This design comes from an exercise in tuning for small area on the open sky130 flow, not from production work.
The RTL was checked by simulation tests, not by an equivalence proof against the original design.
No activity file was given, so power comes from the tool's default toggle rates.

== build 43 ==
## matrix_stream_out
module matrix_stream_out #(
  parameter int ROWS   = 10,
  parameter int COLS   = 10,
  parameter int DATA_W = 8,
  parameter int ADDR_W = 7
) (
  input  logic                        clk,
  input  logic                        rst_n,
  input  logic                        start,
  input  logic [ROWS*COLS*DATA_W-1:0] mat_data,
  output logic                        busy,
  output logic                        done,
  output logic                        out_valid,
  input  logic                        out_ready,
  output logic [DATA_W-1:0]           out_data,
  output logic [ADDR_W-1:0]           out_addr,
  output logic                        out_last
);
  localparam int N  = ROWS * COLS;
  localparam int RW = COLS * DATA_W;    
  logic [N*DATA_W-1:0] r_snap;    
  logic [N*DATA_W-1:0] w_next;    
  logic [N*DATA_W-1:0] w_snap;
  logic                r_inv;
  logic                w_shift;
  assign w_shift = out_valid && out_ready;
  assign w_next  = {r_snap[N*DATA_W-1 -: DATA_W], r_snap[N*DATA_W-1:DATA_W]};
  for (genvar g = 0; g < ROWS; g++) begin : g_row
    matrix_stream_out_row #(.W(RW)) u_row (
      .valid(out_valid), .ready(out_ready),
      .a(mat_data[g*RW +: RW]), .b(w_next[g*RW +: RW]), .c(r_snap[g*RW +: RW]),
      .y(w_snap[g*RW +: RW]));
  end
  always_ff @(posedge clk) begin
    r_snap <= w_snap;
    r_inv  <= !out_valid | !r_inv;
  end
  assign out_data = r_snap[DATA_W-1:0] ^ {DATA_W{r_inv}};
  assign out_last = (out_addr == ADDR_W'(N - 1));
  assign busy     = out_valid | done;
  always_ff @(posedge clk) begin
    if (!out_valid)   out_addr <= '0;
    else if (w_shift) out_addr <= out_addr + ADDR_W'(1);
  end
  always_ff @(posedge clk or negedge rst_n) begin
    if (!rst_n) begin
      out_valid <= 1'b0;
      done      <= 1'b0;
    end else begin
      done <= w_shift && out_last;
      if (out_valid) out_valid <= !(out_ready && out_last);
      else           out_valid <= start && !done;
    end
  end
endmodule
Settings: LEC_CHECK=0, CAP_MARGIN=20, CORE_MARGIN=2, CORE_UTILIZATION=40, CTS_BUF_LIST=sky130_fd_sc_hd__clkbuf_8, CTS_CLUSTER_DIAMETER=50, CTS_CLUSTER_SIZE=16, SLEW_MARGIN=20, SYNTH_HIERARCHICAL=1; clock period 6.0 ns.
standard.sh (not shown) runs the stock make flow with config.mk's settings and CLKGATE_MAP_FILE= SYNTH_SCRIPT=/design/flow/synth_recipe.tcl, a recipe that flattens the netlist after the stock synthesis.
==> flow/flow/run.sh <==
#!/bin/bash
set -euo pipefail
export BUFFER_PORTS_ARGS="-buffer_cell sky130_fd_sc_hd__buf_1"
export CTS_ARGS="-sink_clustering_enable -repair_clock_nets -dont_use_dummy_load -buf_list sky130_fd_sc_hd__clkbuf_8 -sink_clustering_size 16 -sink_clustering_max_diameter 50"
bash standard.sh > standard.log 2>&1
### build 43 -> build 89
- a change of CORE_UTILIZATION from 40 to 50
[summary]
- Flow for build 89 halted at I/O pin placement, error code PPL-0024.
- In build 89 the chip height turned out about 10% lower than in build 43.
- Diff build 43..build 89 | post-synthesis compound-gate area fraction | unchanged
- On build 89: number of rows created at floorplan is about 11% lower than what build 43 gave.
- Reported for build 89 and build 43, area of the mapped netlist turned out identical to the last digit.
- Compared with build 43, build 89 shows a initial cell density of the core that is 10 points higher.
- Synthesized cell count came out exactly the same in build 89 and build 43.
--- input diff build 89..build 4 ---
- CAP_MARGIN changed from 20 to 0
- CTS_CLUSTER_SIZE changed from 16 to 20
- CORE_UTILIZATION changed from 50 to 40
- CTS_CLUSTER_DIAMETER changed from 50 to 60
- SLEW_MARGIN changed from 20 to 0
==> flow/flow/run.sh <==
#!/bin/bash
set -euo pipefail
export BUFFER_PORTS_ARGS="-buffer_cell sky130_fd_sc_hd__buf_1"
export CTS_ARGS="-sink_clustering_enable -repair_clock_nets -dont_use_dummy_load -buf_list sky130_fd_sc_hd__clkbuf_8 -sink_clustering_size 20 -sink_clustering_max_diameter 60"
bash standard.sh > standard.log 2>&1
Notes after the runs:
Comparing build 4 and build 89, number of standard-cell rows in the floorplan is higher on build 4.
No stage failed in build 4, and the final checks on the layout all came back clean.
Build 89 → build 4: height of the die rose 12%; number of nets in the synthesized netlist about even; overall die width rose about 12%.
## Diff of input files: build 36 against build 4
- a change of SLEW_MARGIN from 0 to 20
- a change of CAP_MARGIN from 0 to 20
Findings:
From build 4 to build 36 the numbers moved as follows: internal power consumption neither gained nor lost much; worst hold slack shows a reduction of 0.0043 ns; total wire length now sits at about the same level; all-layer global routing usage shows no meaningful change; final critical-path required period climbed 0.012 ns.
Between build 4 and build 36, the sequential fraction of total cell area figures differ only marginally.
Against build 4, number of antenna violations at the first check in global routing in build 36 fell by a few percent.
Power: build 4 vs build 36 — no meaningful difference
Comparing build 36 and build 4, the higher final worst-path setup slack is on build 4.

-- afterwards: timing with drivers on the ports --
How much do the figures lean on ideal ports? The routed layouts below were timed once more, with nothing changed but the port constraints.
Step 1 assumes that a clkbuf_16 drives the clock port and a buf_2 every other input.
Step 2, shift: input delay + t, output delay - t, t = (earliest + latest rising clock arrival at the registers) / 2. This alone moves slack from input paths to output paths.
a / b / c = ideal / step 1 / step 2; a / b = the first two.
| run | t, ns | slack for setup (ns) | worst data-port slew with drivers (ns) |
|---|---|---|---|
| build 43 | 0.676 | 2.935 / 2.877 / 2.519 | 0.17 |
| build 4 | 0.705 | 2.883 / 2.825 / 2.574 | 0.17 |
| build 36 | 0.706 | 2.872 / 2.814 / 2.577 | 0.17 |
After both steps setup and hold are still met in every run listed. For build 43, which loses most, drivers alone change the setup slack by -0.058 ns; drivers and shift together by -0.416 ns.
